From an optimization exercise on the open Yosys and OpenROAD flow, aimed at small area, a short achievable clock period and few clock cycles per item; shortcuts taken in it are not production practice. The RTL was checked by simulation tests, not by an equivalence proof against the original design. Power and IR drop assume default switching activity.

## nickel
==> flow/design.v (excerpt) <==
module chebyshev_clenshaw_evaluator_top #(
    parameter int MAX_TERMS = cce_pkg::MAX_TERMS_DEF,
    parameter int NRING     = 2
) (
    input  wire logic                                aclk,
    input  wire logic                                aresetn,
    input  wire logic                                cfg_valid,
    output logic                                     cfg_ready,
    input  wire logic [cce_pkg::DEG_W-1:0]           cfg_data,
    input  wire logic                                s_valid,
    output logic                                     s_ready,
    input  wire logic [cce_pkg::KIND_W-1:0]          s_kind,
    input  wire logic [cce_pkg::INDEX_W-1:0]         s_coeff_index,
    input  wire logic signed [cce_pkg::COEFF_W-1:0]  s_coeff_value,
    input  wire logic signed [cce_pkg::POINT_W-1:0]  s_point,
    output logic                                     m_valid,
    input  wire logic                                m_ready,
    output logic signed [cce_pkg::ACC_W-1:0]         m_value,
    output logic                                     m_saturated
);
  ...
For scale: about 5600 cells after synthesis, about 970 flip-flops, roughly 84 I/O pins, ~0.061 mm2 of cells after synthesis.
clock: 11.0 ns
lec_check: 0
abc_clock_period_in_ps: 3000
cap_margin: 20
core_margin: 2
core_utilization: 40
slew_margin: 20
standard.sh (not shown) runs the stock make flow with config.mk's settings and CLKGATE_MAP_FILE= SYNTH_SCRIPT=/design/flow/synth_recipe.tcl, a recipe that flattens the netlist after the stock synthesis.
==> flow/flow/run.sh <==
#!/bin/bash
set -euo pipefail
MARGIN=${MARGIN:-7.5}
bash standard.sh finish \
  "SETUP_SLACK_MARGIN=${MARGIN}" \
  "BUFFER_PORTS_ARGS=-buffer_cell sky130_fd_sc_hd__buf_4" \
  > standard_make.log 2>&1
nickel was carried through to the last stage, and its layout satisfied the timing, design-rule and antenna checks.
Testbench counts of nickel, summed over its fixed seeds: cycles 20,480, items 4,096.
--- input diff nickel..harbor ---
# nickel
export LEC_CHECK = 0
export ABC_CLOCK_PERIOD_IN_PS = 3000
export CAP_MARGIN = 20
export CORE_MARGIN = 2
export CORE_UTILIZATION = 40
export SLEW_MARGIN = 20
create_clock -name core_clock -period 11.0 [get_ports {aclk}]
# harbor
export LEC_CHECK = 0
export CAP_MARGIN = 20
export CORE_MARGIN = 2
export CORE_UTILIZATION = 40
export SLEW_MARGIN = 20
create_clock -name core_clock -period 11.0 [get_ports {aclk}]
diff --git a/flow/flow/run.sh b/flow/flow/run.sh
--- a/flow/flow/run.sh
+++ b/flow/flow/run.sh
@@ -3 +3 @@
-MARGIN=${MARGIN:-7.5}
+MARGIN=${MARGIN:-7}
--- outcome ---
- No stage failed in harbor, and the final checks on the layout all came back clean.
- Global routing met3 resource utilization, nickel and harbor, higher one = nickel.
- Delay contributed by the slowest stage of the critical path: nickel and harbor compared, lower one is nickel
- Run comparison: nickel origin of the worst setup path m_ready; harbor origin of the worst setup path g_ring[1].u_ring.bth1_reg[13]
- Between nickel and harbor, the first-pass GRT wire length is higher for nickel.
- Compared with nickel, in harbor clock power now smaller, ratio of final minimum period to clock period shows an increase of 0.94 points.
- harbor — setup slack at placement 0.067 ns lower, nickel as reference
- | clock period minus final worst setup slack | harbor vs nickel | 0.10 ns higher |
- harbor against nickel; wire length is down by a little under 10%.
- [harbor] fraction of standard cell area in multi-input logic rose 0.47 points relative to nickel
For pepper, these inputs were changed with respect to harbor:
# harbor
export LEC_CHECK = 0
export CAP_MARGIN = 20
export CORE_MARGIN = 2
export CORE_UTILIZATION = 40
export SLEW_MARGIN = 20
create_clock -name core_clock -period 11.0 [get_ports {aclk}]
# pepper
export LEC_CHECK = 0
export ABC_CLOCK_PERIOD_IN_PS = 3000
export CAP_MARGIN = 20
export CORE_MARGIN = 2
export CORE_UTILIZATION = 40
export SLEW_MARGIN = 20
create_clock -name core_clock -period 11.0 [get_ports {aclk}]
### Flow results
Diff harbor..pepper | endpoint required time on the critical path | negligible
Changes observed in pepper relative to harbor: pre-CTS setup slack level, post-route non-filler standard cell count barely changed, final estimated routing congestion in global placement shows no meaningful change, routed wire length ~0 delta, global-route total usage across every layer shows no meaningful change.
| via count | pepper vs harbor | ≈ equal |

-- port drivers added, routing unchanged --
No port has a modelled driver above. Below, the same layouts with a new extraction and two added sets of constraints.
Step 1, drivers: a clkbuf_16 drives aclk and a buf_2 each remaining input, both assumed.
Step 2 also shifts input and output timing later by t, the mid clock arrival at the registers, as if the neighbouring blocks saw the same clock.
Three values: ideal ports, drivers, drivers and shift; two values: the first two.
run	t, ns	slack for setup (ns)	worst setup path after step 2	latest minus earliest clock arrival (ns)
nickel	0.803	7.147 / 7.136 / 6.368	input to register	0.059 / 0.059
harbor	0.796	7.044 / 7.044 / 6.282	input to register	0.053 / 0.053
pepper	0.796	7.044 / 7.044 / 6.282	input to register	0.053 / 0.053
After both steps setup and hold are still met in every run listed. For nickel, which loses most, drivers alone change the setup slack by -0.011 ns; drivers and shift together by -0.779 ns.
